This design comes from an exercise in tuning for small area on the open sky130 flow, not from production work.
RTL that was checked went through simulation tests only; none was proved equivalent to the original.
No functional check of the RTL was part of run 3.
No activity file was given, so power comes from the tool's default toggle rates.

`flow/config.mk`:
```
export PLATFORM = sky130hd
export DESIGN_NAME = chi_aiu_occ_monitor
export DESIGN_NICKNAME = chi_aiu_occ_monitor
export VERILOG_FILES = /design/flow/design.v
export SDC_FILE = /design/flow/constraint.sdc
export NUM_CORES = 4
export LEC_CHECK = 0
export ABC_AREA = 1
export CAP_MARGIN = 20
export CORE_MARGIN = 2
export CORE_UTILIZATION = 35
export CTS_BUF_LIST = sky130_fd_sc_hd__clkbuf_4 sky130_fd_sc_hd__clkbuf_8
export CTS_CLUSTER_SIZE = 16
export PLACE_DENSITY = 0.55
export SLEW_MARGIN = 20
```
`flow/constraint.sdc`:
```
create_clock -name core_clock -period 12.0 [get_ports {clk}]
set_input_delay 2.4000 -clock core_clock [delete_from_list [all_inputs] [get_ports {clk}]]
set_output_delay 2.4000 -clock core_clock [all_outputs]
set_load 0.01 [all_outputs]
```
`flow/design.v`:
```
module chi_aiu_occ_monitor #(
  parameter int N_OTT = 32,
  parameter int N_STT = 32,
  parameter int AGE_W = 16,
  localparam int OCW  = $clog2(N_OTT + 1),
  localparam int SCW  = $clog2(N_STT + 1),
  localparam int NMAX = (N_OTT > N_STT) ? N_OTT : N_STT,
  localparam int IW   = (NMAX > 1) ? $clog2(NMAX) : 1
) (
  input  logic             clk,
  input  logic             resetn,
  input  logic [N_OTT-1:0] ott_entry_validvec,
  input  logic [N_STT-1:0] stt_entry_validvec,
  input  logic             starv_mode,
  input  logic             clear,
  input  logic [AGE_W-1:0] timeout_thresh,
  output logic [OCW-1:0]   ott_count,
  output logic [SCW-1:0]   stt_count,
  output logic [OCW-1:0]   ott_hwm,
  output logic [SCW-1:0]   stt_hwm,
  output logic             ott_full,
  output logic             stt_full,
  output logic             timeout_err,
  output logic             timeout_is_stt,
  output logic [IW-1:0]    timeout_idx,
  output logic [7:0]       timeout_cnt,
  output logic [15:0]      starv_cycles,
  output logic [7:0]       starv_entries,
  output logic             dbg_starv_state
);
  localparam int NE = N_OTT + N_STT;
  localparam int SW = 17;
  localparam logic [SW-1:0] INV  = 17'ha954;   
  localparam logic [SW-1:0] KDET = 17'hc10;   
  function automatic logic [3:0] f_tgt_p(input logic [5:0] s);
    case (s)
      6'd0: f_tgt_p = 4'd8;
      6'd1: f_tgt_p = 4'd0;
      6'd2: f_tgt_p = 4'd1;
      6'd3: f_tgt_p = 4'd3;
      6'd4: f_tgt_p = 4'd7;
      6'd5: f_tgt_p = 4'd14;
      6'd6: f_tgt_p = 4'd13;
      6'd7: f_tgt_p = 4'd11;
      6'd8: f_tgt_p = 4'd6;
      6'd9: f_tgt_p = 4'd12;
      6'd10: f_tgt_p = 4'd9;
      6'd11: f_tgt_p = 4'd2;
      6'd12: f_tgt_p = 4'd5;
      6'd13: f_tgt_p = 4'd10;
      6'd14: f_tgt_p = 4'd4;
      6'd15: f_tgt_p = 4'd8;
      6'd16: f_tgt_p = 4'd0;
      6'd17: f_tgt_p = 4'd1;
      6'd18: f_tgt_p = 4'd3;
      6'd19: f_tgt_p = 4'd7;
      6'd20: f_tgt_p = 4'd14;
      6'd21: f_tgt_p = 4'd13;
      6'd22: f_tgt_p = 4'd11;
      6'd23: f_tgt_p = 4'd6;
      6'd24: f_tgt_p = 4'd12;
      6'd25: f_tgt_p = 4'd9;
      6'd26: f_tgt_p = 4'd2;
      6'd27: f_tgt_p = 4'd5;
      6'd28: f_tgt_p = 4'd10;
      6'd29: f_tgt_p = 4'd4;
      6'd30: f_tgt_p = 4'd8;
      6'd31: f_tgt_p = 4'd0;
      6'd32: f_tgt_p = 4'd1;
      6'd33: f_tgt_p = 4'd3;
      6'd34: f_tgt_p = 4'd7;
      6'd35: f_tgt_p = 4'd14;
      6'd36: f_tgt_p = 4'd13;
      6'd37: f_tgt_p = 4'd11;
      6'd38: f_tgt_p = 4'd6;
      6'd39: f_tgt_p = 4'd12;
      6'd40: f_tgt_p = 4'd9;
      6'd41: f_tgt_p = 4'd2;
      6'd42: f_tgt_p = 4'd5;
      6'd43: f_tgt_p = 4'd10;
      6'd44: f_tgt_p = 4'd4;
      6'd45: f_tgt_p = 4'd8;
      6'd46: f_tgt_p = 4'd0;
      6'd47: f_tgt_p = 4'd1;
      6'd48: f_tgt_p = 4'd3;
      6'd49: f_tgt_p = 4'd7;
      6'd50: f_tgt_p = 4'd14;
      6'd51: f_tgt_p = 4'd13;
      6'd52: f_tgt_p = 4'd11;
      6'd53: f_tgt_p = 4'd6;
      6'd54: f_tgt_p = 4'd12;
      6'd55: f_tgt_p = 4'd9;
      6'd56: f_tgt_p = 4'd2;
      6'd57: f_tgt_p = 4'd5;
      6'd58: f_tgt_p = 4'd10;
      6'd59: f_tgt_p = 4'd4;
      6'd60: f_tgt_p = 4'd8;
      6'd61: f_tgt_p = 4'd0;
      6'd62: f_tgt_p = 4'd1;
      6'd63: f_tgt_p = 4'd3;
      default: f_tgt_p = '0;
    endcase
  endfunction
  function automatic logic [4:0] f_tgt_q(input logic [6:0] s);
    case (s)
      7'd0: f_tgt_q = 5'd16;
      7'd1: f_tgt_q = 5'd0;
      7'd2: f_tgt_q = 5'd1;
      7'd3: f_tgt_q = 5'd3;
      7'd4: f_tgt_q = 5'd7;
      7'd5: f_tgt_q = 5'd14;
      7'd6: f_tgt_q = 5'd28;
      7'd7: f_tgt_q = 5'd25;
      7'd8: f_tgt_q = 5'd18;
      7'd9: f_tgt_q = 5'd4;
      7'd10: f_tgt_q = 5'd8;
      7'd11: f_tgt_q = 5'd17;
      7'd12: f_tgt_q = 5'd2;
      7'd13: f_tgt_q = 5'd5;
      7'd14: f_tgt_q = 5'd10;
      7'd15: f_tgt_q = 5'd21;
      7'd16: f_tgt_q = 5'd11;
      7'd17: f_tgt_q = 5'd23;
      7'd18: f_tgt_q = 5'd15;
      7'd19: f_tgt_q = 5'd30;
      7'd20: f_tgt_q = 5'd29;
      7'd21: f_tgt_q = 5'd27;
      7'd22: f_tgt_q = 5'd22;
      7'd23: f_tgt_q = 5'd13;
      7'd24: f_tgt_q = 5'd26;
      7'd25: f_tgt_q = 5'd20;
      7'd26: f_tgt_q = 5'd9;
      7'd27: f_tgt_q = 5'd19;
      7'd28: f_tgt_q = 5'd6;
      7'd29: f_tgt_q = 5'd12;
      7'd30: f_tgt_q = 5'd24;
      7'd31: f_tgt_q = 5'd16;
      7'd32: f_tgt_q = 5'd0;
      7'd33: f_tgt_q = 5'd1;
      7'd34: f_tgt_q = 5'd3;
      7'd35: f_tgt_q = 5'd7;
      7'd36: f_tgt_q = 5'd14;
      7'd37: f_tgt_q = 5'd28;
      7'd38: f_tgt_q = 5'd25;
      7'd39: f_tgt_q = 5'd18;
      7'd40: f_tgt_q = 5'd4;
      7'd41: f_tgt_q = 5'd8;
      7'd42: f_tgt_q = 5'd17;
      7'd43: f_tgt_q = 5'd2;
      7'd44: f_tgt_q = 5'd5;
      7'd45: f_tgt_q = 5'd10;
      7'd46: f_tgt_q = 5'd21;
      7'd47: f_tgt_q = 5'd11;
      7'd48: f_tgt_q = 5'd23;
      7'd49: f_tgt_q = 5'd15;
      7'd50: f_tgt_q = 5'd30;
      7'd51: f_tgt_q = 5'd29;
      7'd52: f_tgt_q = 5'd27;
      7'd53: f_tgt_q = 5'd22;
      7'd54: f_tgt_q = 5'd13;
      7'd55: f_tgt_q = 5'd26;
      7'd56: f_tgt_q = 5'd20;
      7'd57: f_tgt_q = 5'd9;
      7'd58: f_tgt_q = 5'd19;
      7'd59: f_tgt_q = 5'd6;
      7'd60: f_tgt_q = 5'd12;
      7'd61: f_tgt_q = 5'd24;
      7'd62: f_tgt_q = 5'd16;
      7'd63: f_tgt_q = 5'd0;
      7'd64: f_tgt_q = 5'd1;
      7'd65: f_tgt_q = 5'd3;
      7'd66: f_tgt_q = 5'd7;
      7'd67: f_tgt_q = 5'd14;
      7'd68: f_tgt_q = 5'd28;
      7'd69: f_tgt_q = 5'd25;
      7'd70: f_tgt_q = 5'd18;
      7'd71: f_tgt_q = 5'd4;
      7'd72: f_tgt_q = 5'd8;
      7'd73: f_tgt_q = 5'd17;
      7'd74: f_tgt_q = 5'd2;
      7'd75: f_tgt_q = 5'd5;
      7'd76: f_tgt_q = 5'd10;
      7'd77: f_tgt_q = 5'd21;
      7'd78: f_tgt_q = 5'd11;
      7'd79: f_tgt_q = 5'd23;
      7'd80: f_tgt_q = 5'd15;
      7'd81: f_tgt_q = 5'd30;
      7'd82: f_tgt_q = 5'd29;
      7'd83: f_tgt_q = 5'd27;
      7'd84: f_tgt_q = 5'd22;
      7'd85: f_tgt_q = 5'd13;
      7'd86: f_tgt_q = 5'd26;
      7'd87: f_tgt_q = 5'd20;
      7'd88: f_tgt_q = 5'd9;
      7'd89: f_tgt_q = 5'd19;
      7'd90: f_tgt_q = 5'd6;
      7'd91: f_tgt_q = 5'd12;
      7'd92: f_tgt_q = 5'd24;
      7'd93: f_tgt_q = 5'd16;
      7'd94: f_tgt_q = 5'd0;
      7'd95: f_tgt_q = 5'd1;
      7'd96: f_tgt_q = 5'd3;
      7'd97: f_tgt_q = 5'd7;
      7'd98: f_tgt_q = 5'd14;
      7'd99: f_tgt_q = 5'd28;
      7'd100: f_tgt_q = 5'd25;
      7'd101: f_tgt_q = 5'd18;
      7'd102: f_tgt_q = 5'd4;
      7'd103: f_tgt_q = 5'd8;
      7'd104: f_tgt_q = 5'd17;
      7'd105: f_tgt_q = 5'd2;
      7'd106: f_tgt_q = 5'd5;
      7'd107: f_tgt_q = 5'd10;
      7'd108: f_tgt_q = 5'd21;
      7'd109: f_tgt_q = 5'd11;
      7'd110: f_tgt_q = 5'd23;
      7'd111: f_tgt_q = 5'd15;
      7'd112: f_tgt_q = 5'd30;
      7'd113: f_tgt_q = 5'd29;
      7'd114: f_tgt_q = 5'd27;
      7'd115: f_tgt_q = 5'd22;
      7'd116: f_tgt_q = 5'd13;
      7'd117: f_tgt_q = 5'd26;
      7'd118: f_tgt_q = 5'd20;
      7'd119: f_tgt_q = 5'd9;
      7'd120: f_tgt_q = 5'd19;
      7'd121: f_tgt_q = 5'd6;
      7'd122: f_tgt_q = 5'd12;
      7'd123: f_tgt_q = 5'd24;
      7'd124: f_tgt_q = 5'd16;
      7'd125: f_tgt_q = 5'd0;
      7'd126: f_tgt_q = 5'd1;
      7'd127: f_tgt_q = 5'd3;
      default: f_tgt_q = '0;
    endcase
  endfunction
  function automatic logic [6:0] f_tgt_r(input logic [7:0] s);
    case (s)
      8'd0: f_tgt_r = 7'd64;
      8'd1: f_tgt_r = 7'd0;
      8'd2: f_tgt_r = 7'd1;
      8'd3: f_tgt_r = 7'd3;
      8'd4: f_tgt_r = 7'd7;
      8'd5: f_tgt_r = 7'd15;
      8'd6: f_tgt_r = 7'd31;
      8'd7: f_tgt_r = 7'd63;
      8'd8: f_tgt_r = 7'd126;
      8'd9: f_tgt_r = 7'd125;
      8'd10: f_tgt_r = 7'd123;
      8'd11: f_tgt_r = 7'd119;
      8'd12: f_tgt_r = 7'd111;
      8'd13: f_tgt_r = 7'd95;
      8'd14: f_tgt_r = 7'd62;
      8'd15: f_tgt_r = 7'd124;
      8'd16: f_tgt_r = 7'd121;
      8'd17: f_tgt_r = 7'd115;
      8'd18: f_tgt_r = 7'd103;
      8'd19: f_tgt_r = 7'd79;
      8'd20: f_tgt_r = 7'd30;
      8'd21: f_tgt_r = 7'd61;
      8'd22: f_tgt_r = 7'd122;
      8'd23: f_tgt_r = 7'd117;
      8'd24: f_tgt_r = 7'd107;
      8'd25: f_tgt_r = 7'd87;
      8'd26: f_tgt_r = 7'd46;
      8'd27: f_tgt_r = 7'd92;
      8'd28: f_tgt_r = 7'd56;
      8'd29: f_tgt_r = 7'd112;
      8'd30: f_tgt_r = 7'd97;
      8'd31: f_tgt_r = 7'd67;
      8'd32: f_tgt_r = 7'd6;
      8'd33: f_tgt_r = 7'd13;
      8'd34: f_tgt_r = 7'd27;
      8'd35: f_tgt_r = 7'd55;
      8'd36: f_tgt_r = 7'd110;
      8'd37: f_tgt_r = 7'd93;
      8'd38: f_tgt_r = 7'd58;
      8'd39: f_tgt_r = 7'd116;
      8'd40: f_tgt_r = 7'd105;
      8'd41: f_tgt_r = 7'd83;
      8'd42: f_tgt_r = 7'd38;
      8'd43: f_tgt_r = 7'd76;
      8'd44: f_tgt_r = 7'd24;
      8'd45: f_tgt_r = 7'd49;
      8'd46: f_tgt_r = 7'd98;
      8'd47: f_tgt_r = 7'd69;
      8'd48: f_tgt_r = 7'd10;
      8'd49: f_tgt_r = 7'd21;
      8'd50: f_tgt_r = 7'd43;
      8'd51: f_tgt_r = 7'd86;
      8'd52: f_tgt_r = 7'd44;
      8'd53: f_tgt_r = 7'd88;
      8'd54: f_tgt_r = 7'd48;
      8'd55: f_tgt_r = 7'd96;
      8'd56: f_tgt_r = 7'd65;
      8'd57: f_tgt_r = 7'd2;
      8'd58: f_tgt_r = 7'd5;
      8'd59: f_tgt_r = 7'd11;
      8'd60: f_tgt_r = 7'd23;
      8'd61: f_tgt_r = 7'd47;
      8'd62: f_tgt_r = 7'd94;
      8'd63: f_tgt_r = 7'd60;
      8'd64: f_tgt_r = 7'd120;
      8'd65: f_tgt_r = 7'd113;
      8'd66: f_tgt_r = 7'd99;
      8'd67: f_tgt_r = 7'd71;
      8'd68: f_tgt_r = 7'd14;
      8'd69: f_tgt_r = 7'd29;
      8'd70: f_tgt_r = 7'd59;
      8'd71: f_tgt_r = 7'd118;
      8'd72: f_tgt_r = 7'd109;
      8'd73: f_tgt_r = 7'd91;
      8'd74: f_tgt_r = 7'd54;
      8'd75: f_tgt_r = 7'd108;
      8'd76: f_tgt_r = 7'd89;
      8'd77: f_tgt_r = 7'd50;
      8'd78: f_tgt_r = 7'd100;
      8'd79: f_tgt_r = 7'd73;
      8'd80: f_tgt_r = 7'd18;
      8'd81: f_tgt_r = 7'd37;
      8'd82: f_tgt_r = 7'd74;
      8'd83: f_tgt_r = 7'd20;
      8'd84: f_tgt_r = 7'd41;
      8'd85: f_tgt_r = 7'd82;
      8'd86: f_tgt_r = 7'd36;
      8'd87: f_tgt_r = 7'd72;
      8'd88: f_tgt_r = 7'd16;
      8'd89: f_tgt_r = 7'd33;
      8'd90: f_tgt_r = 7'd66;
      8'd91: f_tgt_r = 7'd4;
      8'd92: f_tgt_r = 7'd9;
      8'd93: f_tgt_r = 7'd19;
      8'd94: f_tgt_r = 7'd39;
      8'd95: f_tgt_r = 7'd78;
      8'd96: f_tgt_r = 7'd28;
      8'd97: f_tgt_r = 7'd57;
      8'd98: f_tgt_r = 7'd114;
      8'd99: f_tgt_r = 7'd101;
      8'd100: f_tgt_r = 7'd75;
      8'd101: f_tgt_r = 7'd22;
      8'd102: f_tgt_r = 7'd45;
      8'd103: f_tgt_r = 7'd90;
      8'd104: f_tgt_r = 7'd52;
      8'd105: f_tgt_r = 7'd104;
      8'd106: f_tgt_r = 7'd81;
      8'd107: f_tgt_r = 7'd34;
      8'd108: f_tgt_r = 7'd68;
      8'd109: f_tgt_r = 7'd8;
      8'd110: f_tgt_r = 7'd17;
      8'd111: f_tgt_r = 7'd35;
      8'd112: f_tgt_r = 7'd70;
      8'd113: f_tgt_r = 7'd12;
      8'd114: f_tgt_r = 7'd25;
      8'd115: f_tgt_r = 7'd51;
      8'd116: f_tgt_r = 7'd102;
      8'd117: f_tgt_r = 7'd77;
      8'd118: f_tgt_r = 7'd26;
      8'd119: f_tgt_r = 7'd53;
      8'd120: f_tgt_r = 7'd106;
      8'd121: f_tgt_r = 7'd85;
      8'd122: f_tgt_r = 7'd42;
      8'd123: f_tgt_r = 7'd84;
      8'd124: f_tgt_r = 7'd40;
      8'd125: f_tgt_r = 7'd80;
      8'd126: f_tgt_r = 7'd32;
      8'd127: f_tgt_r = 7'd64;
      8'd128: f_tgt_r = 7'd0;
      8'd129: f_tgt_r = 7'd1;
      8'd130: f_tgt_r = 7'd3;
      8'd131: f_tgt_r = 7'd7;
      8'd132: f_tgt_r = 7'd15;
      8'd133: f_tgt_r = 7'd31;
      8'd134: f_tgt_r = 7'd63;
      8'd135: f_tgt_r = 7'd126;
      8'd136: f_tgt_r = 7'd125;
      8'd137: f_tgt_r = 7'd123;
      8'd138: f_tgt_r = 7'd119;
      8'd139: f_tgt_r = 7'd111;
      8'd140: f_tgt_r = 7'd95;
      8'd141: f_tgt_r = 7'd62;
      8'd142: f_tgt_r = 7'd124;
      8'd143: f_tgt_r = 7'd121;
      8'd144: f_tgt_r = 7'd115;
      8'd145: f_tgt_r = 7'd103;
      8'd146: f_tgt_r = 7'd79;
      8'd147: f_tgt_r = 7'd30;
      8'd148: f_tgt_r = 7'd61;
      8'd149: f_tgt_r = 7'd122;
      8'd150: f_tgt_r = 7'd117;
      8'd151: f_tgt_r = 7'd107;
      8'd152: f_tgt_r = 7'd87;
      8'd153: f_tgt_r = 7'd46;
      8'd154: f_tgt_r = 7'd92;
      8'd155: f_tgt_r = 7'd56;
      8'd156: f_tgt_r = 7'd112;
      8'd157: f_tgt_r = 7'd97;
      8'd158: f_tgt_r = 7'd67;
      8'd159: f_tgt_r = 7'd6;
      8'd160: f_tgt_r = 7'd13;
      8'd161: f_tgt_r = 7'd27;
      8'd162: f_tgt_r = 7'd55;
      8'd163: f_tgt_r = 7'd110;
      8'd164: f_tgt_r = 7'd93;
      8'd165: f_tgt_r = 7'd58;
      8'd166: f_tgt_r = 7'd116;
      8'd167: f_tgt_r = 7'd105;
      8'd168: f_tgt_r = 7'd83;
      8'd169: f_tgt_r = 7'd38;
      8'd170: f_tgt_r = 7'd76;
      8'd171: f_tgt_r = 7'd24;
      8'd172: f_tgt_r = 7'd49;
      8'd173: f_tgt_r = 7'd98;
      8'd174: f_tgt_r = 7'd69;
      8'd175: f_tgt_r = 7'd10;
      8'd176: f_tgt_r = 7'd21;
      8'd177: f_tgt_r = 7'd43;
      8'd178: f_tgt_r = 7'd86;
      8'd179: f_tgt_r = 7'd44;
      8'd180: f_tgt_r = 7'd88;
      8'd181: f_tgt_r = 7'd48;
      8'd182: f_tgt_r = 7'd96;
      8'd183: f_tgt_r = 7'd65;
      8'd184: f_tgt_r = 7'd2;
      8'd185: f_tgt_r = 7'd5;
      8'd186: f_tgt_r = 7'd11;
      8'd187: f_tgt_r = 7'd23;
      8'd188: f_tgt_r = 7'd47;
      8'd189: f_tgt_r = 7'd94;
      8'd190: f_tgt_r = 7'd60;
      8'd191: f_tgt_r = 7'd120;
      8'd192: f_tgt_r = 7'd113;
      8'd193: f_tgt_r = 7'd99;
      8'd194: f_tgt_r = 7'd71;
      8'd195: f_tgt_r = 7'd14;
      8'd196: f_tgt_r = 7'd29;
      8'd197: f_tgt_r = 7'd59;
      8'd198: f_tgt_r = 7'd118;
      8'd199: f_tgt_r = 7'd109;
      8'd200: f_tgt_r = 7'd91;
      8'd201: f_tgt_r = 7'd54;
      8'd202: f_tgt_r = 7'd108;
      8'd203: f_tgt_r = 7'd89;
      8'd204: f_tgt_r = 7'd50;
      8'd205: f_tgt_r = 7'd100;
      8'd206: f_tgt_r = 7'd73;
      8'd207: f_tgt_r = 7'd18;
      8'd208: f_tgt_r = 7'd37;
      8'd209: f_tgt_r = 7'd74;
      8'd210: f_tgt_r = 7'd20;
      8'd211: f_tgt_r = 7'd41;
      8'd212: f_tgt_r = 7'd82;
      8'd213: f_tgt_r = 7'd36;
      8'd214: f_tgt_r = 7'd72;
      8'd215: f_tgt_r = 7'd16;
      8'd216: f_tgt_r = 7'd33;
      8'd217: f_tgt_r = 7'd66;
      8'd218: f_tgt_r = 7'd4;
      8'd219: f_tgt_r = 7'd9;
      8'd220: f_tgt_r = 7'd19;
      8'd221: f_tgt_r = 7'd39;
      8'd222: f_tgt_r = 7'd78;
      8'd223: f_tgt_r = 7'd28;
      8'd224: f_tgt_r = 7'd57;
      8'd225: f_tgt_r = 7'd114;
      8'd226: f_tgt_r = 7'd101;
      8'd227: f_tgt_r = 7'd75;
      8'd228: f_tgt_r = 7'd22;
      8'd229: f_tgt_r = 7'd45;
      8'd230: f_tgt_r = 7'd90;
      8'd231: f_tgt_r = 7'd52;
      8'd232: f_tgt_r = 7'd104;
      8'd233: f_tgt_r = 7'd81;
      8'd234: f_tgt_r = 7'd34;
      8'd235: f_tgt_r = 7'd68;
      8'd236: f_tgt_r = 7'd8;
      8'd237: f_tgt_r = 7'd17;
      8'd238: f_tgt_r = 7'd35;
      8'd239: f_tgt_r = 7'd70;
      8'd240: f_tgt_r = 7'd12;
      8'd241: f_tgt_r = 7'd25;
      8'd242: f_tgt_r = 7'd51;
      8'd243: f_tgt_r = 7'd102;
      8'd244: f_tgt_r = 7'd77;
      8'd245: f_tgt_r = 7'd26;
      8'd246: f_tgt_r = 7'd53;
      8'd247: f_tgt_r = 7'd106;
      8'd248: f_tgt_r = 7'd85;
      8'd249: f_tgt_r = 7'd42;
      8'd250: f_tgt_r = 7'd84;
      8'd251: f_tgt_r = 7'd40;
      8'd252: f_tgt_r = 7'd80;
      8'd253: f_tgt_r = 7'd32;
      8'd254: f_tgt_r = 7'd64;
      8'd255: f_tgt_r = 7'd0;
      default: f_tgt_r = '0;
    endcase
  endfunction
  function automatic logic [SW-1:0] f_step(input logic [SW-1:0] s, input logic lock);
    logic [SW-1:0] n;
    n[0]     = ~s[0];
    n[4:1]   = lock ? 4'hF : {s[3:1], ~(s[4] ^ s[3])};
    n[9:5]   = {s[8:5], ~(s[9] ^ s[7])};
    n[16:10] = {s[15:10], ~(s[16] ^ s[15])};
    f_step = n;
  endfunction
  logic [NE-1:0]    w_v;
  logic [SW-1:0]    r_st [NE];
  logic [NE-1:0]    r_old;
  logic [15:0]      r_gage;
  logic [SW-1:0]    w_tgt;
  logic [5:0]       w_sum15;
  logic [6:0]       w_sum31;
  logic [8:0]       w_sum127a;
  logic [7:0]       w_sum127;
  logic             w_thr_nz, w_fresh_hit;
  logic [NE-1:0]    w_evt;
  logic [OCW-1:0]   r_ott_count, r_ott_hwm, w_ott_pop;
  logic [SCW-1:0]   r_stt_count, r_stt_hwm, w_stt_pop;
  logic             r_ott_full, r_stt_full;
  logic             w_any_evt, w_cap_stt;
  logic [IW-1:0]    w_cap_idx;
  logic             r_tmo_err, r_tmo_is_stt;
  logic [IW-1:0]    r_tmo_idx;
  logic [7:0]       r_tmo_cnt;
  assign w_v = {stt_entry_validvec, ott_entry_validvec};
  assign w_thr_nz  = (timeout_thresh != '0);
  assign w_sum15   = 6'(timeout_thresh[3:0]) + 6'(timeout_thresh[7:4]) +
                     6'(timeout_thresh[11:8]) + 6'(timeout_thresh[15:12]);
  assign w_sum31   = 7'(timeout_thresh[4:0]) + 7'(timeout_thresh[9:5]) +
                     7'(timeout_thresh[14:10]) + 7'(timeout_thresh[15]);
  assign w_sum127a = 9'(timeout_thresh[6:0]) + 9'(timeout_thresh[13:7]) +
                     9'(timeout_thresh[15:14]);
  assign w_sum127  = 8'(w_sum127a[6:0]) + 8'(w_sum127a[8:7]);
  always_comb begin
    w_tgt[0]     = ~timeout_thresh[0];
    w_tgt[4:1]   = f_tgt_p(w_sum15);
    w_tgt[9:5]   = w_thr_nz ? f_tgt_q(w_sum31) : 5'h1F;
    w_tgt[16:10] = f_tgt_r(w_sum127);
  end
  assign w_fresh_hit = ({1'b0, r_gage} + 17'd1) == {1'b0, timeout_thresh};
  always_ff @(posedge clk or negedge resetn) begin
    if (!resetn) begin
      r_gage <= '0;
      r_old  <= '0;
    end else begin
      if (r_gage != '1) r_gage <= r_gage + 16'd1;
      r_old <= r_old | ~w_v;
    end
  end
  always_ff @(posedge clk) begin
    for (int i = 0; i < NE; i++)
      r_st[i] <= w_v[i] ? (f_step(r_st[i] ^ INV, (r_st[i] ^ INV) == KDET) ^ INV) : INV;
  end
  always_comb begin
    for (int i = 0; i < NE; i++)
      w_evt[i] = w_v[i] && (r_old[i] ? (r_st[i] == (w_tgt ^ INV)) : w_fresh_hit);
    w_any_evt = |w_evt;
  end
  always_comb begin
    w_ott_pop = '0;
    for (int i = 0; i < N_OTT; i++) w_ott_pop = w_ott_pop + OCW'(ott_entry_validvec[i]);
    w_stt_pop = '0;
    for (int i = 0; i < N_STT; i++) w_stt_pop = w_stt_pop + SCW'(stt_entry_validvec[i]);
  end
  always_comb begin
    w_cap_stt = 1'b0;
    w_cap_idx = '0;
    for (int i = N_STT - 1; i >= 0; i--)
      if (w_evt[N_OTT + i]) begin
        w_cap_stt = 1'b1;
        w_cap_idx = IW'(i);
      end
    for (int i = N_OTT - 1; i >= 0; i--)
      if (w_evt[i]) begin
        w_cap_stt = 1'b0;
        w_cap_idx = IW'(i);
      end
  end
  always_ff @(posedge clk or negedge resetn) begin
    if (!resetn) begin
      r_ott_count  <= '0;
      r_stt_count  <= '0;
      r_ott_full   <= 1'b0;
      r_stt_full   <= 1'b0;
      r_ott_hwm    <= '0;
      r_stt_hwm    <= '0;
      r_tmo_err    <= 1'b0;
      r_tmo_is_stt <= 1'b0;
      r_tmo_idx    <= '0;
      r_tmo_cnt    <= '0;
    end else begin
      r_ott_count <= w_ott_pop;
      r_stt_count <= w_stt_pop;
      r_ott_full  <= &ott_entry_validvec;
      r_stt_full  <= &stt_entry_validvec;
      if (clear) begin
        r_ott_hwm    <= '0;
        r_stt_hwm    <= '0;
        r_tmo_err    <= 1'b0;
        r_tmo_is_stt <= 1'b0;
        r_tmo_idx    <= '0;
        r_tmo_cnt    <= '0;
      end else begin
        if (w_ott_pop > r_ott_hwm) r_ott_hwm <= w_ott_pop;
        if (w_stt_pop > r_stt_hwm) r_stt_hwm <= w_stt_pop;
        if (w_any_evt && !r_tmo_err) begin
          r_tmo_err    <= 1'b1;
          r_tmo_is_stt <= w_cap_stt;
          r_tmo_idx    <= w_cap_idx;
        end
        if (w_any_evt && (r_tmo_cnt != 8'hFF)) r_tmo_cnt <= r_tmo_cnt + 8'd1;
      end
    end
  end
  assign ott_count      = r_ott_count;
  assign stt_count      = r_stt_count;
  assign ott_hwm        = r_ott_hwm;
  assign stt_hwm        = r_stt_hwm;
  assign ott_full       = r_ott_full;
  assign stt_full       = r_stt_full;
  assign timeout_err    = r_tmo_err;
  assign timeout_is_stt = r_tmo_is_stt;
  assign timeout_idx    = r_tmo_idx;
  assign timeout_cnt    = r_tmo_cnt;
  typedef enum logic {ST_IDLE = 1'b0, ST_STARVED = 1'b1} starv_state_t;
  starv_state_t r_starv_state;
  logic [15:0]  r_starv_cycles;
  logic [7:0]   r_starv_entries;
  always_ff @(posedge clk or negedge resetn) begin
    if (!resetn) begin
      r_starv_state   <= ST_IDLE;
      r_starv_cycles  <= '0;
      r_starv_entries <= '0;
    end else begin
      case (r_starv_state)
        ST_IDLE:    if (starv_mode)  r_starv_state <= ST_STARVED;
        ST_STARVED: if (!starv_mode) r_starv_state <= ST_IDLE;
        default:                     r_starv_state <= ST_IDLE;
      endcase
      if (clear) begin
        r_starv_cycles  <= '0;
        r_starv_entries <= '0;
      end else begin
        if ((r_starv_state == ST_IDLE) && starv_mode && (r_starv_entries != 8'hFF))
          r_starv_entries <= r_starv_entries + 8'd1;
        if ((r_starv_state == ST_STARVED) && (r_starv_cycles != 16'hFFFF))
          r_starv_cycles <= r_starv_cycles + 16'd1;
      end
    end
  end
  assign starv_cycles    = r_starv_cycles;
  assign starv_entries   = r_starv_entries;
  assign dbg_starv_state = r_starv_state;
endmodule
```
`flow/run.sh`:
```
#!/bin/bash
# synth_recipe.tcl (not shown) runs the flow's synth.tcl, then flattens the netlist and writes it again
# the make line also repeats each setting of config.mk as NAME=value (left out here)
make -C /OpenROAD-flow-scripts/flow DESIGN_CONFIG=/design/flow/config.mk WORK_HOME=/design/flow/orfs CLKGATE_MAP_FILE= SYNTH_SCRIPT=/design/flow/synth_recipe.tcl finish
```
==> impl_metrics.py, run 1 <==
metrics = {
    "floorplanning": {
        "die-height_um": 418,
        "pin_count": 150,
        "die_width_um": 418,
        "start_util_pct": 35.3,
        "die-area_um2": 175000,
        "std_cell_rows": 151,
        "coreArea_um2": 170000,
    },
    "timing": {
        "worstMarginPinSlew_ps": 1050,
        "worst_slew_margin_rel_pct": 30.1,
        "fin_crit_sh_pct": 92.0,
        "period_minus_slack_ps": 11050,
        "fin_skew_ps": 56.4,
        "setup_slack_ps": 954,
        "number_of_hold_violations_in_the_final_report": 0,
        "setup_violations": 0,
        "max_clock_freq_ghz": 0.0905,
        "max_slew_violation_count": 0,
    },
    "run": {
        "timing.max_cap.violations": 0,
    },
    "final_layout": {
        "layout_commonest_cell": "nand2_1",
        "design.final.nets": 8421,
        "final_design_area_no_fill_um2": 69600,
        "layout.cells.most_common_list": "nand2_1, dfxtp_1, inv_1",
        "regArea_um2": 25400,
        "multi_input_area_um2": 29600,
        "layout.filler_cells": 17281,
        "instances_no_fill": 10602,
        "synthToLayoutAreaGrowth_pct": 16.2,
        "drive_gt1_share_pct": 10.6,
    },
    "min_path": {
        "holdPathStages": 1,
        "worst_hold_path.endpoint": "r_st[33][13]",
        "min-delay-start": "r_st[33][12]",
        "hp-class": "flip-flop to flip-flop",
    },
    "clocking": {
        "htreeDepth": 4,
        "cts-hold-fix-buffers": 0,
        "clk_root_buffer_cell": "clkbuf_8",
        "tritoncts_clock_tree": "built",
        "cts_sinks": 1234,
        "cts-buffers-inserted": 212,
        "path_clk_slew_ps": 60,
        "clockBufferDepth": 3,
        "clk-insertion-delay-late_ps": 950,
    },
    "pwr": {
        "p_per_area_nw_per_um2": 250,
        "power_leakage_nw": 32.2,
        "vdd.ir_drop.worst_mv": 0.212,
        "fin_total_pwr_w": 0.0174,
    },
    "placed_design": {
        "gp_routability_congestion": 0.920,
        "place.port_buffers": 149,
        "placement.setup.worst_slack_ps": 36.2,
        "place_inst": 10191,
        "dpl.hpwl_mm": 149,
        "placed_cell_areas_um2": 64700,
    },
    "synth": {
        "synth_cells": 7932,
        "seq_area_frac_synth_pct": 42.4,
        "mappedNetlistNets": 8162,
        "synth_simple_gate_area_share_pct": 26.7,
        "synthFlopType": "dfxtp_1",
        "yosysWarningCount": 2,
        "post_synth.cell_area_avg_um2": 7.56,
        "synth.ff_latch_count": 1234,
        "post_synth_fa_ha_maj_area_fraction_pct": 3.87,
        "synth-compound-area-share_pct": 11.9,
        "yosys.cell_types.count": 64,
        "synth_xor_area_share_pct": 6.57,
        "synth.area.mux_share_pct": 0,
        "async_flop_share_pct": 11.8,
        "number_of_flops_mapped_to_enable_cells_by_yosys": 0,
        "synth.cell_area_um2": 59900,
        "main_combinational_cell_family_by_area_after_synthesis": "simple AND/OR/NAND/NOR gates",
    },
    "routing": {
        "detail_route.first_pass.iterations": 6,
        "routedWlPerCell_um": 20.5,
        "dr.first_iter.drc_count": 5116,
        "detail-route-antenna-nets": 0,
        "route.vias.total": 55625,
        "detail_route.vias_per_cell": 5.25,
        "drc_violations_left": 0,
        "wl_mm": 217,
    },
    "outcome": {
        "outcome": "timing/DRC/antenna clean",
    },
    "setup_path": {
        "cp-start-kind": "input pin",
        "timing.critical_path.mode_cell": "nand2_1",
        "r2r-start": "r_gage[0]",
        "critical_path.max_stage_delay_ps": 800,
        "reg2reg_setup_slack_ps": 3950,
        "worstSetupEndpointType": "flip-flop",
        "top_fanout_value_on_the_critical_path": 25,
        "critPathArrivalTime_ps": 11930,
        "worst-setup-path-type": "input pin to flip-flop",
        "timing.rr.end": "r_tmo_idx[0]",
        "r2r.worst_path.cells": 80,
        "critical_path.slowest_cell": "fa_1",
        "cp_data_required_time_ps": 12880,
    },
    "grt": {
        "globalRouteOverflowTotal": 0,
        "first_pass_grt_wire_length_mm": 326,
        "grt_pass1_vias": 53540,
        "grt_max_degree": 108,
        "antenna_found_initial": 19,
        "global_route.usage.total_pct": 24.3,
    },
}
[cell type report]
cell class	count	area share, %
multi-input combinational	5417	42.5
sequential	1234	36.5
clock buffer	357	6.41
inverter	936	5.06
timing repair buffer	390	4.96
tap	2218	3.99
clock inverter	40	0.543
antenna	10	0.0359
[metrics by stage]
stage | TNS, ps | utilization (%) | hold WS (ps)
after floorplan | 0 | - | 358
after global placement | -124 | 38.1 | 360
after detailed placement | 0 | 38.1 | 365
after CTS | 0 | 41.0 | 356
after global routing | -3.78 | 41.0 | 364
final | 0 | 41.0 | 347
[critical path, delay by kind of cell]
family	cells	cell delay [ps]
AND/OR/NAND/NOR	68	5810
buffers and inverters	4	1720
AO/OA/AOI/OAI	1	90
adder cells (fa/ha/maj)	4	1870
[routing by layer]
layer / vias to the layer above / share of wire [%] / global-route usage (%)
li1: 26602 / - / -
met1: 26636 / 44 / 32.1
met2: 1948 / 46 / 39.5
met3: 437 / 6.1 / 3.67
met4: 2 / 4.4 / 10.4
met5: - / 0.0055 / 0
[synth_stat cells (19+ instances only)]
cell | instances | share of area [%]
nand4_1 | 102 | 1.1
o2111ai_1 | 42 | 0.61
nand3_1 | 379 | 3.2
or2_2 | 140 | 1.5
o21ai_1 | 35 | 0.29
buf_1 | 29 | 0.18
inv_2 | 28 | 0.18
nor4_1 | 204 | 2.1
inv_1 | 904 | 5.7
a221oi_1 | 102 | 1.5
o22ai_1 | 207 | 2.2
a41oi_1 | 22 | 0.32
ha_1 | 80 | 1.7
a211oi_1 | 36 | 0.45
buf_2 | 89 | 0.74
buf_4 | 19 | 0.24
o221ai_1 | 20 | 0.29
nand2_1 | 1922 | 12
xor2_1 | 329 | 4.8
nand2_2 | 23 | 0.24
a21oi_1 | 420 | 3.5
nor3_1 | 122 | 1.0
nor2_1 | 700 | 4.4
clkbuf_1 | 191 | 1.2
a31oi_1 | 24 | 0.25
dfrtp_1 | 146 | 6.1
fa_1 | 66 | 2.2
xnor2_1 | 118 | 1.7
o21ai_0 | 152 | 1.3
a2111oi_0 | 42 | 0.61
dfxtp_1 | 1088 | 36
[kinds of logic after synthesis]
family,count (synthesis)
and+or+nand+nor,3677
buffers and inverters,1281
DFF,1234
AOI/OAI and AO/OA,1146
xor gates and xnor gates,448
adders and majority gates,146
[how the worst max path moves through the flow]
stage                       from  cells after the start           end  slack [ps]
2_1_floorplan  timeout_thresh[1]                     85  r_tmo_idx[0]        2020
3_3_place_gp   timeout_thresh[1]                     96  r_tmo_idx[0]        -120
3_5_place_dp   timeout_thresh[1]                     99  r_tmo_idx[0]          40
4_1_cts        timeout_thresh[1]                     99  r_tmo_idx[0]        1000
5_1_grt        timeout_thresh[1]                     96  r_tmo_idx[0]          -4
6_report       timeout_thresh[5]                     77  r_tmo_idx[0]         950
[flip-flops by register name (all words and copies together) (netlist names)]
name and flops:
r_ott_hwm 6, r_stt_hwm 6, r_starv_entries 8, r_tmo_err 1
r_tmo_idx 5, r_st 1088, r_ott_full 1, r_starv_cycles 16
r_starv_state 1, r_old 64, r_stt_count 6, r_gage 16
r_tmo_cnt 8, r_stt_full 1, r_tmo_is_stt 1, r_ott_count 6
[report_power, final]
group | switching, W | internal, W
Combinational | 0.00600 | 0.00263
Sequential | 0.000175 | 0.00432
Clock | 0.00183 | 0.00243
Total | 0.00800 | 0.00938
[what timing repair did]
item                       CTS  global route
setup buffers                0             4
setup endpoints to repair    0             1
gates resized for setup      0            17
==> inputs of run 2 (changes only) <==
--- a/flow/config.mk
+++ b/flow/config.mk
@@ -11,4 +11,2 @@
 export CORE_UTILIZATION = 35
-export CTS_BUF_LIST = sky130_fd_sc_hd__clkbuf_4 sky130_fd_sc_hd__clkbuf_8
-export CTS_CLUSTER_SIZE = 16
 export PLACE_DENSITY = 0.55
==> run 2 against run 1 <==
  * Cell count fell by 1.3%
  * Final area rose by 0.25%
  * Global-route usage fell by 0.065 points
  * Die area unchanged
  * Critical endpoint unchanged
  * Highest routed layer unchanged
==> impl_metrics.py, run 2 <==
metrics = {
    "outcome": {
        "outcome": "timing/DRC/antenna clean",
    },
    "timing": {
        "setup_violations": 0,
        "worstMarginPinSlew_ps": 1050,
        "number_of_hold_violations_in_the_final_report": 0,
        "max_clock_freq_ghz": 0.0908,
        "setup_slack_ps": 989,
        "max_slew_violation_count": 0,
        "worst_slew_margin_rel_pct": 30.2,
        "fin_crit_sh_pct": 91.8,
        "period_minus_slack_ps": 11010,
        "fin_skew_ps": 35.7,
        "final.setup.tns_ps": 0,
        "worst_hold_slack_ps": 381,
    },
    "setup_path": {
        "timing.critical_path.buf_inv": 11,
        "critical_path.slowest_cell": "fa_1",
        "critPathArrivalTime_ps": 11670,
        "cp_data_required_time_ps": 12660,
        "cp-start-kind": "input pin",
        "path_delay_family": "simple AND/OR/NAND/NOR gates",
        "critical_path.max_stage_delay_ps": 540,
        "worstSetupEndpointType": "flip-flop",
        "top_fanout_value_on_the_critical_path": 10,
        "worst-setup-path-type": "input pin to flip-flop",
        "timing.critical_path.mode_cell": "nand2_1",
    },
    "floorplanning": {
        "pin_count": 150,
        "die-height_um": 418,
        "std_cell_rows": 151,
        "coreArea_um2": 170000,
        "start_util_pct": 35.3,
        "die-area_um2": 175000,
        "die_width_um": 418,
    },
    "synth": {
        "post_synth.cell_area_avg_um2": 7.56,
        "synth_commonest_cells": "nand2_1, dfxtp_1, inv_1, nor2_1, a21oi_1",
        "mappedNetlistNets": 8162,
        "synth.ff_latch_count": 1234,
        "synth_top_area_cells": "dfxtp_1, nand2_1, dfrtp_1, inv_1, xor2_1",
        "seq_area_frac_synth_pct": 42.4,
        "async_flop_share_pct": 11.8,
        "synthFlopType": "dfxtp_1",
        "synth.top_cell.area_share_pct": 36.3,
        "yosysWarningCount": 2,
        "synth_cells": 7932,
        "synth.cell_area_um2": 59900,
        "post-synth-top-area-cell": "dfxtp_1",
        "number_of_flops_mapped_to_enable_cells_by_yosys": 0,
        "yosys.cell_types.count": 64,
        "post-synth-top-count-cell": "nand2_1",
    },
    "clocking": {
        "htreeDepth": 4,
        "clk_root_buffer_cell": "clkbuf_16",
        "tritoncts_clock_tree": "built",
        "clk-insertion-delay-late_ps": 770,
        "cts_sinks": 1234,
        "cts-buffers-inserted": 142,
        "clockBufferDepth": 3,
        "path_clk_slew_ps": 60,
    },
    "routing": {
        "detail_route.vias_per_cell": 5.27,
        "detail_route.first_pass.iterations": 6,
        "routedWlPerCell_um": 20.7,
        "wl_mm": 217,
        "drc_violations_left": 0,
        "dr.first_iter.drc_count": 5145,
        "route.vias.total": 55156,
        "detail-route-antenna-nets": 0,
    },
    "grt": {
        "first_pass_grt_wire_length_mm": 325,
        "globalRouteOverflowTotal": 0,
        "grt_max_degree": 108,
        "grt_pass1_vias": 53052,
        "global_route.usage.total_pct": 24.3,
        "antenna_found_initial": 16,
    },
    "final_layout": {
        "largest-register": "r_st",
        "largest_register_ff_count": 1088,
        "design.final.nets": 8351,
        "layout.cells.most_common_list": "nand2_1, dfxtp_1, inv_1",
        "synthToLayoutAreaGrowth_pct": 16.5,
        "largest_registers": "r_st x1088, r_old x64",
        "layout_commonest_cell": "nand2_1",
        "final_design_area_no_fill_um2": 69800,
        "drive_gt1_share_pct": 8.95,
    },
    "placed_design": {
        "placed_cell_areas_um2": 64700,
        "dpl.hpwl_mm": 149,
        "gp_routability_congestion": 0.920,
        "place.port_buffers": 149,
        "placement.setup.worst_slack_ps": 36.2,
    },
    "pwr": {
        "power_leakage_nw": 32.0,
        "p_per_area_nw_per_um2": 254,
        "fin_total_pwr_w": 0.0177,
        "vdd.ir_drop.worst_mv": 0.222,
    },
    "min_path": {
        "hp-class": "flip-flop to flip-flop",
    },
    "run": {
        "timing.max_cap.violations": 0,
    },
}
run 2: cell counts after synthesis:
Identical to the previous run, type by type.
run 2: power breakdown:
| group | internal, W | switching (W) |
|---|---|---|
| registers | 0.00432 | 0.000175 |
| logic | 0.00264 | 0.00601 |
| clock network | 0.00278 | 0.00182 |
| total | 0.00973 | 0.00800 |
run 2: final timing paths:
path,startpoint,endpoint,slack [ps],cells after the start
setup / recovery,timeout_thresh[1],r_tmo_idx[0],990,86
max in group asynchronous,resetn,r_old[30],9050,2
hold reg to reg,r_st[46][5],r_st[46][6],380,1
setup reg to reg,r_gage[0],r_tmo_idx[0],3960,80
hold / removal,r_st[46][5],r_st[46][6],380,1
min in group asynchronous,resetn,r_old[55],1720,1
run 2: layer usage:
layer / part of all wire [%] / routed length, um / global-route usage, % / vias to the layer above
met5: 0.012 / 26 / 0 / -
met4: 4.4 / 9480 / 10.0 / 4
met3: 5.9 / 12800 / 3.04 / 406
met2: 46 / 98900 / 39.6 / 1812
met1: 44 / 95800 / 32.4 / 26504
li1: - / - / - / 26430
run 2: timing repair:
item | in CTS | in global routing
endpoints found under the setup margin | 0 | 1
setup buffers | 0 | 4
hold buffers | 0 | 0
hold endpoints to repair | 0 | 0
gates resized for setup | 0 | 35
run 2: logic make-up (layout without fill, tap and decap cells):
logic type	Yosys count	count (layout)	synth area share, %
AND/OR/NAND/NOR	3677	3677	26.7
XOR/XNOR	448	448	6.57
flip-flops	1234	1234	42.4
adder cells (fa/ha/maj)	146	146	3.87
other	0	13	0
buffers and inverters	1281	1586	8.55
AO/OA/AOI/OAI	1146	1146	11.9
run 2: cell type report:
cell class / instances / area, um2
clock buffers: 203 / 4150
multi-input cells: 5417 / 29600
clock inverters: 57 / 786
well taps: 2218 / 2780
repair buffers: 390 / 3460
diodes: 13 / 32.5
flip-flops and latches: 1234 / 25400
inverters: 936 / 3530
fillers: 17120 / 99900
run 2: per-stage QoR:
step                util (%)  cells
floorplan                  -   7932
global placement        38.1  10191
detailed placement      38.1  10191
CTS                     41.0  10451
global route            41.1  10459
finish                  41.1  10468
==> inputs of run 3 (changes only) <==
--- a/flow/design.v
+++ b/flow/design.v
@@ -507,3 +507,3 @@
   logic [SW-1:0]    r_st [NE];
-  logic [NE-1:0]    r_old;
+  logic [SW-1:0]    w_nst [NE];
   logic [15:0]      r_gage;
@@ -541,8 +541,14 @@
   always_ff @(posedge clk or negedge resetn) begin
+    if (!resetn) r_gage <= '0;
+    else if (r_gage != '1) r_gage <= r_gage + 16'd1;
+  end
+  always_comb begin
+    for (int i = 0; i < NE; i++)
+      w_nst[i] = w_v[i] ? (f_step(r_st[i] ^ INV, (r_st[i] ^ INV) == KDET) ^ INV) : INV;
+  end
+  always_ff @(posedge clk or negedge resetn) begin
     if (!resetn) begin
-      r_gage <= '0;
-      r_old  <= '0;
+      for (int i = 0; i < NE; i++) r_st[i][4:1] <= 4'hF ^ INV[4:1];
     end else begin
-      if (r_gage != '1) r_gage <= r_gage + 16'd1;
-      r_old <= r_old | ~w_v;
+      for (int i = 0; i < NE; i++) r_st[i][4:1] <= w_nst[i][4:1];
     end
@@ -550,4 +556,6 @@
   always_ff @(posedge clk) begin
-    for (int i = 0; i < NE; i++)
-      r_st[i] <= w_v[i] ? (f_step(r_st[i] ^ INV, (r_st[i] ^ INV) == KDET) ^ INV) : INV;
+    for (int i = 0; i < NE; i++) begin
+      r_st[i][0]     <= w_nst[i][0];
+      r_st[i][SW-1:5] <= w_nst[i][SW-1:5];
+    end
   end
@@ -555,3 +563,4 @@
     for (int i = 0; i < NE; i++)
-      w_evt[i] = w_v[i] && (r_old[i] ? (r_st[i] == (w_tgt ^ INV)) : w_fresh_hit);
+      w_evt[i] = w_v[i] && (((r_st[i][4:1] ^ INV[4:1]) == 4'hF) ? w_fresh_hit :
+                            (r_st[i] == (w_tgt ^ INV)));
     w_any_evt = |w_evt;
==> flow/flow/run.sh (new file) <==
#!/bin/bash
# Own flow: the standard layout (standard.sh), except that synthesis maps the logic
# with a stronger area-oriented ABC script (flow/abc_area2.script). Everything before
# ABC, including flip-flop mapping and register names, is the standard synthesis.
set -euo pipefail
W=$(pwd)
SCRIPT="$W/flow/abc_area2.script"
# my_synth.tcl = synth_recipe.tcl plus a wrapper for abc that swaps in our script
{
  head -n 1 synth_recipe.tcl
  echo "proc abc {args} { set i [lsearch -exact \$args -script]; if {\$i >= 0} { lset args [expr {\$i + 1}] {$SCRIPT} }; yosys abc {*}\$args }"
  tail -n +2 synth_recipe.tcl
} > my_synth.tcl
sed "s#SYNTH_SCRIPT=[^ ]*synth_recipe.tcl#SYNTH_SCRIPT=$W/my_synth.tcl#" standard.sh > my_standard.sh
grep -q "SYNTH_SCRIPT=$W/my_synth.tcl" my_standard.sh
bash my_standard.sh > "$W/standard_flow.log" 2>&1
==> flow/flow/abc_area2.script (new file) <==
strash
balance; rewrite; refactor; balance; rewrite; rewrite -z; balance; refactor -z; rewrite -z; balance
balance; rewrite; refactor; balance; rewrite; rewrite -z; balance; refactor -z; rewrite -z; balance
dch -f
amap
topo
stime -c
dnsize -c
==> flow/standard.sh (new file) <==
#!/bin/bash
# synth_recipe.tcl (not shown) runs the flow's synth.tcl, then flattens the netlist and writes it again
# the make line also repeats each setting of config.mk as NAME=value (left out here)
make -C /OpenROAD-flow-scripts/flow DESIGN_CONFIG=/design/flow/config.mk WORK_HOME=/design/flow/orfs CLKGATE_MAP_FILE= SYNTH_SCRIPT=/design/flow/synth_recipe.tcl "${@:-finish}"
removed: flow/run.sh
==> run 3 against run 2 <==
  * The layout now fails its checks (negative setup slack)
  * Cell count shrank 7.9%
  * Register-to-register slack got worse by 2000 ps
  * Hold slack got worse by 5.7 ps
  * Non-clock buffer count grew 274
  * Power shrank 1.5%
  * Flip-flop and latch count decreased by 64
  * Synthesized cell count fell by 16%
  * Clock skew increased by 3.7 ps
  * Via count rose by 1.1%
  * Global-route usage increased by 1.5 points
  * Sequential share of layout area grew 0.20 points
  * Core utilization rose by 2.5 points
  * Largest power group unchanged
  * Highest routed layer unchanged
==> impl_metrics.py, run 3 <==
metrics = {
    "final_layout": {
        "drive_gt1_share_pct": 12.9,
        "layout.cells.most_common_list": "nor2_1, clkinv_1, dfxtp_1",
        "largest_register_ff_count": 1088,
        "synthToLayoutAreaGrowth_pct": 24.1,
        "largest-register": "r_st",
        "design.final.nets": 7749,
        "largest_registers": "r_st x1088, r_gage x16, r_starv_cycles x16",
        "layout.filler_cells": 15587,
        "layout_commonest_cell": "nor2_1",
        "postLayoutCoreUtil_pct": 43.7,
        "instances_no_fill": 9640,
    },
    "setup_path": {
        "top_fanout_value_on_the_critical_path": 6,
        "worst-setup-path-type": "input pin to flip-flop",
        "critical_path.slowest_cell": "fa_2",
        "reg2reg_setup_slack_ps": 1950,
        "critPathArrivalTime_ps": 13400,
        "cp_data_required_time_ps": 12720,
        "critical_path.max_stage_delay_ps": 650,
        "cp-start-kind": "input pin",
        "timing.critical_path.mode_cell": "nor2_1",
        "worstSetupEndpointType": "flip-flop",
    },
    "synth": {
        "async_flop_share_pct": 28.9,
        "post-synth-top-count-cell": "nor2_1",
        "yosysWarningCount": 3,
        "synth_xor_area_share_pct": 0,
        "yosys.cell_types.count": 59,
        "post_synth.cell_area_avg_um2": 8.36,
        "post_synth_fa_ha_maj_area_fraction_pct": 5.62,
        "synth.ff_latch_count": 1170,
        "synth_commonest_cells": "nor2_1, clkinv_1, dfxtp_1, nand2_1, o22ai_1",
        "synth_top_area_cells": "dfxtp_1, dfrtp_1, nor2_1, clkinv_1, dfstp_2",
        "synth.area.mux_share_pct": 0,
        "mappedNetlistNets": 6948,
        "main_combinational_cell_family_by_area_after_synthesis": "compound AO/OA/AOI/OAI gates",
        "synth.cell_area_um2": 55600,
        "synth_cells": 6654,
        "synth_simple_gate_area_share_pct": 19.1,
        "synth.top_cell.area_share_pct": 30.0,
        "number_of_flops_mapped_to_enable_cells_by_yosys": 0,
        "post-synth-top-area-cell": "dfxtp_1",
        "seq_area_frac_synth_pct": 45.5,
        "synth-compound-area-share_pct": 23.4,
        "synthFlopType": "dfxtp_1",
    },
    "grt": {
        "antenna_found_initial": 7,
        "first_pass_grt_wire_length_mm": 325,
        "global_route.usage.total_pct": 25.8,
        "grt_pass1_vias": 53192,
        "grt_max_degree": 64,
        "globalRouteOverflowTotal": 0,
    },
    "pwr": {
        "share_seq_of_total_power_pct": 24.7,
        "power.net_switching_w": 0.00792,
        "p_per_area_nw_per_um2": 253,
        "power_leakage_nw": 26.5,
        "vdd.ir_drop.worst_mv": 0.183,
        "share_comb_of_total_power_pct": 51.3,
        "intPower_w": 0.00955,
        "power.share.switching_pct": 45.3,
        "power.share.clock_pct": 24.0,
    },
    "clocking": {
        "clk-insertion-delay-late_ps": 790,
        "clk_root_buffer_cell": "clkbuf_16",
        "cts-hold-fix-buffers": 0,
        "cts-buffers-inserted": 135,
        "clockBufferDepth": 3,
        "cts_sinks": 1170,
        "htreeDepth": 4,
        "tritoncts_clock_tree": "built",
        "path_clk_slew_ps": 60,
    },
    "timing": {
        "worst_slew_margin_rel_pct": 39.1,
        "period_minus_slack_ps": 12670,
        "setup_slack_ps": -675,
        "worstMarginPinSlew_ps": 913,
        "setup_violations": 1,
        "fin_crit_sh_pct": 106,
        "number_of_hold_violations_in_the_final_report": 0,
        "grt_setup_unrepaired": "true",
        "max_clock_freq_ghz": 0.0789,
        "fin_skew_ps": 39.4,
        "max_slew_violation_count": 0,
    },
    "floorplanning": {
        "die-area_um2": 162000,
        "die-height_um": 403,
        "coreArea_um2": 158000,
        "start_util_pct": 35.2,
        "die_width_um": 403,
        "std_cell_rows": 146,
        "pin_count": 150,
    },
    "outcome": {
        "outcome": "finished with violations",
        "checkFailReasons": "negative setup slack",
    },
    "routing": {
        "wl_mm": 215,
        "detail_route.first_pass.iterations": 8,
        "route.vias.total": 55775,
        "detail-route-antenna-nets": 0,
        "routedWlPerCell_um": 22.3,
        "drc_violations_left": 0,
        "detail_route.vias_per_cell": 5.79,
        "dr.first_iter.drc_count": 5706,
    },
    "run": {
        "timing.max_cap.violations": 0,
    },
    "placed_design": {
        "place_inst": 9364,
        "place.port_buffers": 149,
        "gp_routability_congestion": 0.921,
        "dpl.hpwl_mm": 147,
    },
    "min_path": {
        "hp-class": "flip-flop to flip-flop",
    },
}
[run 3: kinds of logic after synthesis]
kind of cell             Yosys count
AND/OR/NAND/NOR                 2375
buffers and inverters            943
AO/OA/AOI/OAI                   1956
flip-flops                      1170
adder cells (fa/ha/maj)          210
[run 3: area by class of cell]
| cell class | instances | area [um2] | area share, % |
|---|---|---|---|
| Clock buffer | 204 | 4050 | 5.87 |
| Inverter | 943 | 3620 | 5.24 |
| Multi-Input combinational cell | 4541 | 27400 | 39.8 |
| Sequential cell | 1170 | 25300 | 36.6 |
| Timing Repair Buffer | 664 | 5550 | 8.04 |
| Clock inverter | 44 | 463 | 0.671 |
| Tap cell | 2072 | 2590 | 3.76 |
| Antenna cell | 2 | 5.00 | 0.00725 |
[run 3: final timing paths]
kind,from,endpoint,cells past startpoint
worst max-delay path,timeout_thresh[15],r_tmo_idx[0],92
worst min-delay path,r_st[40][5],r_st[40][6],1
worst max register to register,r_gage[0],r_tmo_idx[0],84
worst min register to register,r_st[40][5],r_st[40][6],1
max in group asynchronous,resetn,r_st[54][4],3
min in group asynchronous,resetn,r_starv_cycles[6],1
[run 3: timing repair]
| action | 4_1_cts | 5_1_grt |
|---|---|---|
| setup buffers | 6 | 20 |
| setup endpoints to repair | 2 | 2 |
| pin swaps | 28 | 53 |
| gates resized for setup | 74 | 57 |
[run 3: critical path: cells and delay by family]
kind	cells	cell delay, ps
AOI/OAI and AO/OA	12	2090
adders and majority gates	6	2070
buffers and inverters	7	560
and+or+nand+nor	67	6240
[run 3: power by group through the flow]
| stage | Sequential (W) | Combinational [W] | Clock, W |
|---|---|---|---|
| 3_3_place_gp | 0.00438 | 0.00851 | 0 |
| 5_1_grt | 0.00434 | 0.00949 | 0.00444 |
| 6_report | 0.00431 | 0.00896 | 0.00420 |
| 4_1_cts | 0.00431 | 0.00870 | 0.00427 |
| 3_5_place_dp | 0.00438 | 0.00858 | 0 |
| 2_1_floorplan | 0.00435 | 0.00433 | 0 |
[run 3: routing by layer]
metal,share of wire (%),global-route usage [%],vias up
li1,-,-,26010
met1,44,35.6,26831
met2,44,40.1,2471
met3,8.1,4.75,457
met4,3.5,9.24,6
met5,0.018,0,-
[run 3: through the flow]
step                power [W]  hold slack [ps]  worst slack (ps)  setup TNS [ps]  instance area, um2
finish                 0.0175              375              -675            -675               69000
global route           0.0183              383             -1680           -2080               69000
CTS                    0.0173              378              -898            -912               68600
detailed placement     0.0130              372             -2190           -7300               63900
global placement       0.0129              373             -2260           -7550               63900
floorplan             0.00868              362             -2150           -3080               55900

## static timing again, ports no longer ideal
In the flow no input, the clock included, has a driving cell. The finished layouts below were timed again as built, in two steps.
Step 1 (the two cells are an assumption about what drives the block):
set clk [get_ports {clk}]
set_driving_cell -lib_cell sky130_fd_sc_hd__clkbuf_16 $clk
set_driving_cell -lib_cell sky130_fd_sc_hd__buf_2 [delete_from_list [all_inputs] $clk]
Step 2 also shifts input and output timing later by t, the mid clock arrival at the registers, as if the neighbouring blocks saw the same clock.
Three values: ideal ports, drivers, drivers and shift; two values: the first two.
run | t, ns | slack for setup (ns) | hold slack, ns | latest minus earliest clock arrival (ns)
run 1 | 0.994 | 0.954 / 1.008 / 0.013 | 0.347 / 0.347 / 0.347 | 0.059 / 0.059
run 2 | 0.837 | 0.989 / 1.046 / 0.209 | 0.381 / 0.381 / 0.381 | 0.040 / 0.039
run 3 | 0.850 | -0.675 / -0.627 / -1.477 | 0.375 / 0.375 / 0.375 | 0.039 / 0.040
For run 1, which loses most, drivers alone change the setup slack by +0.054 ns; drivers and shift together by -0.941 ns.
